Background: an optimization exercise with open tools, aiming at small area, a short achievable clock period and few clock cycles per item. Do not read the settings as production practice. At most, simulation tests tie the RTL to the original design; equivalence was not proved. No activity file was given, so power comes from the tool's default toggle rates.

Setup of build 82:
==> flow/design.v (excerpt) <==
module status_led_animator (
  input  logic             clk,
  input  logic             rst_n,
  input  logic             in_valid,
  output logic             in_ready,
  input  logic [1:0]       in_kind,
  input  logic [2:0]       in_new_mode,
  output logic             out_valid,
  input  logic             out_ready,
  output logic             out_show,
  output logic [7:0]       out_red,
  output logic [7:0]       out_green,
  output logic [7:0]       out_blue,
  input  logic             cfg_we,
  input  logic [2:0]       cfg_index,
  input  logic [23:0]      cfg_wdata
);
  logic [23:0] col_r [6];
  logic [23:0] wd0, wd1;     
  assign wd0 = cfg_wdata & {24{rst_n}};
  assign wd1 = cfg_wdata | {24{!rst_n}};
  for (genvar i = 0; i < 6; i++) begin : g_col
    localparam logic [23:0] RV = (i == 0) ? sla_pkg::RST_STAND :
                                 (i == 1) ? sla_pkg::RST_SIT   :
                                 (i == 2) ? sla_pkg::RST_WALK  :
                                 (i == 3) ? sla_pkg::RST_DIZZY :
                                 (i == 4) ? sla_pkg::RST_ALARM : sla_pkg::RST_FLASH;
    always_ff @(posedge clk) begin
  ...
Settings: LEC_CHECK=0, CAP_MARGIN=20, CORE_MARGIN=2, CORE_UTILIZATION=60, PLACE_DENSITY=0.72, SETUP_SLACK_MARGIN=4.3, SLEW_MARGIN=20; clock period 7.5 ns.
run.sh (not shown) runs the stock make flow with config.mk's settings and CLKGATE_MAP_FILE= SYNTH_SCRIPT=/design/flow/synth_recipe.tcl, a recipe that flattens the netlist after the stock synthesis.
Input changes introduced in build 90 (baseline for comparison: build 82):
--- a/flow/design.v
+++ b/flow/design.v
@@ -316,31 +316,28 @@
       5'd15: r0 = 14'd7500;
       5'd16: r0 = 14'd8000;
       5'd17: r0 = 14'd8500;
       5'd18: r0 = 14'd9000;
       5'd19: r0 = 14'd9500;
       default: r0 = '0;
     endcase
   end
-  logic [11:0] p;
-  logic [7:0]  s;
-  logic [13:0] x, y, dn;
-  logic [1:0]  ci;
-  assign p  = alarm ? {c, 4'b0} : {4'b0, w};
-  assign s  = alarm ? c : f;
-  assign x  = neg ? ~{2'b0, p} : {2'b0, p};
-  assign y  = (alarm ^ neg) ? {6'b0, s} : ~{6'b0, s};
-  assign ci = alarm ? {neg, 1'b0} : 2'b01;
-  assign dn = x + y + 14'(ci);
-  logic [13:0] d_r;      
+  logic [12:0] sa_r;
+  logic [8:0]  sr_r;
+  always_ff @(posedge clk) begin
+    b_r  <= b;
+    sa_r <= {1'b0, c, 4'b0} + {5'b0, c};
+    sr_r <= {1'b0, w} - {1'b0, f};
+  end
+  logic [13:0] sd, d_r;      
   logic        alarm_d_r;
+  assign sd = alarm ? {1'b0, sa_r} : {{5{sr_r[8]}}, sr_r};
   always_ff @(posedge clk) begin
-    b_r       <= b;
-    d_r       <= dn;
+    d_r       <= neg ? 14'd0 - sd : sd;
     alarm_d_r <= alarm;
   end
   logic [14:0] dk_r, k;      
   logic up;
   assign up = !d_r[13];
   always_comb begin
     case ({alarm_d_r, up})
       2'b11:   k = 15'd22768;    
@@ -452,17 +449,16 @@
   logic        out_valid_r, show_r;
   logic [6:0]  sel_r;       
   logic [1:0]  kind;
   logic [2:0]  nm;
   assign kind = e0_r[4:3];
   assign nm   = e0_r[2:0];
   logic       lane_neg;
   logic [1:0] st_r;
-  logic [1:0] ctl_d_r;      
   logic       settling, ctl_chg;
   assign settling = (st_r != 2'd0);
   logic go, out_free;
   assign go       = v0_r && !cw_r && !cu_r && !busy_r && !settling;
   assign out_free = !out_valid_r || out_ready;
   assign pop      = go && out_free;
   logic tick, set_ok;
   assign tick   = (kind == sla_pkg::KIND_TICK);
@@ -489,18 +485,18 @@
                    (pop && tick && alarm_r &&
                     (pos_r == 12'(sla_pkg::PULSE_PERIOD / 2 - 1) ||
                      pos_r == 12'(sla_pkg::PULSE_PERIOD - 1))) ||
                    cu_r || (busy_r && !settling && k_r == 12'd1);
   logic [7:0] lane_q [3];
   for (genvar i = 0; i < 3; i++) begin : g_lane
     sla_lane u_lane (
       .clk     (clk),
-      .alarm   (ctl_d_r[1]),
-      .neg     (ctl_d_r[0]),
+      .alarm   (alarm_r),
+      .neg     (lane_neg),
       .en      (lane_en),
       .step    (lane_step),
       .ld_base (ld_base),
       .ld_f    (ld_f),
       .ld_w    (ld_w),
       .c       (col_r[4][8*i +: 8]),
       .f       (col_r[3][8*i +: 8]),
       .w       (col_r[2][8*i +: 8]),
@@ -521,31 +517,29 @@
       pos_r       <= '0;
       dn_r        <= 1'b0;
       fl_act_r    <= 1'b0;
       fl_step_r   <= '0;
       fl_el_r     <= '0;
       cw_r        <= 1'b0;
       cu_r        <= 1'b0;
       st_r        <= 2'd3;
-      ctl_d_r     <= '0;
       busy_r      <= 1'b0;
       k_r         <= '0;
       cu_neg_r    <= 1'b0;
       out_valid_r <= 1'b0;
       show_r      <= 1'b0;
       sel_r       <= '0;
     end else begin
       cw_r <= cfg_we;
       cu_r <= cw_r;
-      ctl_d_r <= {alarm_r, lane_neg};
       if (cfg_we)
         st_r <= 2'd3;
       else if (ctl_chg)
-        st_r <= 2'd3;
+        st_r <= (st_r == 2'd3) ? 2'd3 : 2'd2;
       else if (st_r != 2'd0)
         st_r <= st_r - 2'd1;
       if (cu_r) begin
         cu_neg_r <= !alarm_r && pos_r >= 12'd1500;
         k_r      <= k_init;
         busy_r   <= (k_init != 12'd0);
       end else if (busy_r && !settling) begin
         k_r    <= k_r - 12'd1;
Findings:
Build 90 vs build 82: count of multi-input combinational gates up slightly. The run with more setup slack is build 90; build 82 has less. Summary of build 90 over build 82: area of combinational cells with multiple inputs fell by about 2.8%, routing usage on met1 up 1.5 points. ~same clock insertion delay at the later pin of the skew report in build 90 and build 82. Build 82 -> build 90: met2 wire length flat. On final cell count, the lower figure sits with build 82, not build 90. Diff build 82 -> build 90: power consumption rose about 5%; clock period minus worst slack fell 37 ps. Build 90 vs build 82, horizontal die dimension went up by about 1.9%.
No functional check of the RTL was part of any run of this note.

status_led_animator, a different RTL version from the one above (not shown whole).
Size: ~3100 cells after synthesis, about 29000 µm² of cells after synthesis.
==> flow/design.v (excerpt) <==
module status_led_animator (
  input  logic             clk,
  input  logic             rst_n,
  input  logic             in_valid,
  output logic             in_ready,
  input  logic [1:0]       in_kind,
  input  logic [2:0]       in_new_mode,
  output logic             out_valid,
  input  logic             out_ready,
  output logic             out_show,
  output logic [7:0]       out_red,
  output logic [7:0]       out_green,
  output logic [7:0]       out_blue,
  input  logic             cfg_we,
  input  logic [2:0]       cfg_index,
  input  logic [23:0]      cfg_wdata
);
Settings: LEC_CHECK=0, CAP_MARGIN=20, CORE_MARGIN=2, CORE_UTILIZATION=60, PLACE_DENSITY=0.72, SETUP_SLACK_MARGIN=4.3, SLEW_MARGIN=20; clock period 7.5 ns.
Next try:
--- a/flow/design.v
+++ b/flow/design.v
@@ -311,42 +311,39 @@
       5'd11: r0 = 14'd5500;
       5'd12: r0 = 14'd6000;
       5'd13: r0 = 14'd6500;
       5'd14: r0 = 14'd7000;
       5'd15: r0 = 14'd7500;
       5'd16: r0 = 14'd8000;
       5'd17: r0 = 14'd8500;
       5'd18: r0 = 14'd9000;
       5'd19: r0 = 14'd9500;
       default: r0 = '0;
     endcase
   end
-  logic [11:0] p;
-  logic [7:0]  s;
-  logic [13:0] x, y, dn;
-  logic [1:0]  ci;
-  assign p  = alarm ? {c, 4'b0} : {4'b0, w};
-  assign s  = alarm ? c : f;
-  assign x  = neg ? ~{2'b0, p} : {2'b0, p};
-  assign y  = (alarm ^ neg) ? {6'b0, s} : ~{6'b0, s};
-  assign ci = alarm ? {neg, 1'b0} : 2'b01;
-  assign dn = x + y + 14'(ci);
-  logic [13:0] d_r;      
-  logic [14:0] dk_r, k;   
+  logic [12:0] sa_r;
+  logic [8:0]  sr_r;
+  always_ff @(posedge clk) begin
+    b_r  <= b;
+    sa_r <= {1'b0, c, 4'b0} + {5'b0, c};
+    sr_r <= {1'b0, w} - {1'b0, f};
+  end
+  logic [13:0] sd, d_r;      
   logic        alarm_d_r;
+  assign sd = alarm ? {1'b0, sa_r} : {{5{sr_r[8]}}, sr_r};
   always_ff @(posedge clk) begin
-    b_r       <= b;
-    d_r       <= dn;
+    d_r       <= neg ? 14'd0 - sd : sd;
     alarm_d_r <= alarm;
   end
+  logic [14:0] dk_r, k;      
   logic up;
   assign up = !d_r[13];
   always_comb begin
     case ({alarm_d_r, up})
       2'b11:   k = 15'd22768;    
       2'b10:   k = 15'd10000;
       2'b01:   k = 15'd29768;    
       default: k = 15'd3000;
     endcase
   end
   always_ff @(posedge clk) begin
     dk_r <= {d_r[13], d_r} + k;
@@ -475,26 +472,26 @@
   assign lane_neg  = busy_r ? cu_neg_r : dn_r;
   logic tick_go;
   assign tick_go   = go && tick && (alarm_r || (rec_r && !sat));
   assign lane_step = (busy_r && !settling) || (tick_go && out_free);
   assign ld_base   = (cu_r && alarm_r) || (pop && set_ok && nm == sla_pkg::MODE_ALARM);
   assign ld_f      = (cu_r && rec_r && pos_r < 12'd1500) ||
                      (pop && set_ok && nm == sla_pkg::MODE_RECOVER);
   assign ld_w      = cu_r && rec_r && pos_r >= 12'd1500;
   logic [7:0] lane_q [3];
   for (genvar i = 0; i < 3; i++) begin : g_lane
     sla_lane u_lane (
       .clk     (clk),
-      .alarm   (ctl_prev_r[1]),
-      .neg     (ctl_prev_r[0]),
+      .alarm   (alarm_r),
+      .neg     (lane_neg),
       .step    (lane_step),
       .ld_base (ld_base),
       .ld_f    (ld_f),
       .ld_w    (ld_w),
       .c       (col_r[4][8*i +: 8]),
       .f       (col_r[3][8*i +: 8]),
       .w       (col_r[2][8*i +: 8]),
       .q       (lane_q[i])
     );
   end
   logic [11:0] k_init;
   logic        from_top;
@@ -506,39 +503,39 @@
     if (!rst_n) begin
       mode_r      <= 3'd0;
       alarm_r     <= 1'b0;
       rec_r       <= 1'b0;
       pos_r       <= '0;
       dn_r        <= 1'b0;
       fl_act_r    <= 1'b0;
       fl_step_r   <= '0;
       fl_el_r     <= '0;
       cw_r        <= 1'b0;
       cu_r        <= 1'b0;
       ctl_prev_r  <= '0;
-      st_r        <= 2'd2;
+      st_r        <= 2'd3;
       busy_r      <= 1'b0;
       k_r         <= '0;
       cu_neg_r    <= 1'b0;
       out_valid_r <= 1'b0;
       show_r      <= 1'b0;
       sel_r       <= '0;
     end else begin
       cw_r <= cfg_we;
       cu_r <= cw_r;
       ctl_prev_r <= {alarm_r, lane_neg};
       if (cfg_we)
-        st_r <= 2'd2;
+        st_r <= 2'd3;
       else if (ctl_prev_r != {alarm_r, lane_neg})
-        st_r <= 2'd2;
+        st_r <= (st_r >= 2'd2) ? st_r - 2'd1 : 2'd1;
       else if (st_r != 2'd0)
         st_r <= st_r - 2'd1;
       if (cu_r) begin
         cu_neg_r <= !alarm_r && pos_r >= 12'd1500;
         k_r      <= k_init;
         busy_r   <= (k_init != 12'd0);
       end else if (busy_r && !settling) begin
         k_r    <= k_r - 12'd1;
         busy_r <= (k_r != 12'd1);
       end
       if (pop) begin
         out_valid_r <= 1'b1;
Worst setup slack is better by 0.098 ns; maximum frequency is higher by 2.9%; hold slack gains 0.011 ns; area after synthesis went up by 4.0%; synthesized cell count increases by 4.0%; utilization went down by 1.4 points; cell area goes up by 1.3%; clock power rises by 12%; die area is higher by 3.9%; via count goes up by 0.83%; sequential power rises by 11%; total power shrinks by 3.6%; routed wire length fell by 4.2%; non-clock buffer count falls by 42.
Testbench counts after the change, summed over its fixed seeds: cycles 32,198, items 32,000.
The RTL of the first run of this note was laid out without a check of its function.

==> separate check: timing with driven ports <==
The results above use ideal ports. As a check the final layouts listed here were re-extracted and re-timed, cells and wires unchanged. Step 1 (the two cells are an assumption about what drives the block):
set clk [get_ports {clk}]
set_driving_cell -lib_cell sky130_fd_sc_hd__clkbuf_16 $clk
set_driving_cell -lib_cell sky130_fd_sc_hd__buf_2 [delete_from_list [all_inputs] $clk]
Step 2, shift: input delay + t, output delay - t, t = (earliest + latest rising clock arrival at the registers) / 2. This alone moves slack from input paths to output paths. Slacks: ideal ports / drivers / drivers and shift; pairs: ideal ports / drivers.
run	t (ns)	setup WS [ns]	latest minus earliest clock arrival (ns)	slew at the worst register clock pin (ns)	worst slew at a driven data input, ns
build 82	0.658	4.078 / 4.018 / 3.722	0.032 / 0.032	0.06 / 0.06	0.04
build 90	0.657	4.114 / 4.052 / 3.822	0.029 / 0.029	0.07 / 0.07	0.04
the first run of note 2	0.645	3.992 / 3.934 / 3.701	0.015 / 0.015	0.06 / 0.06	0.06
the second run of note 2	0.658	4.090 / 4.028 / 3.760	0.040 / 0.040	0.07 / 0.07	0.05
After both steps setup and hold are still met in every run listed. The setup slack of build 82, which loses most, moves by -0.060 ns with the drivers and by -0.356 ns with both steps.
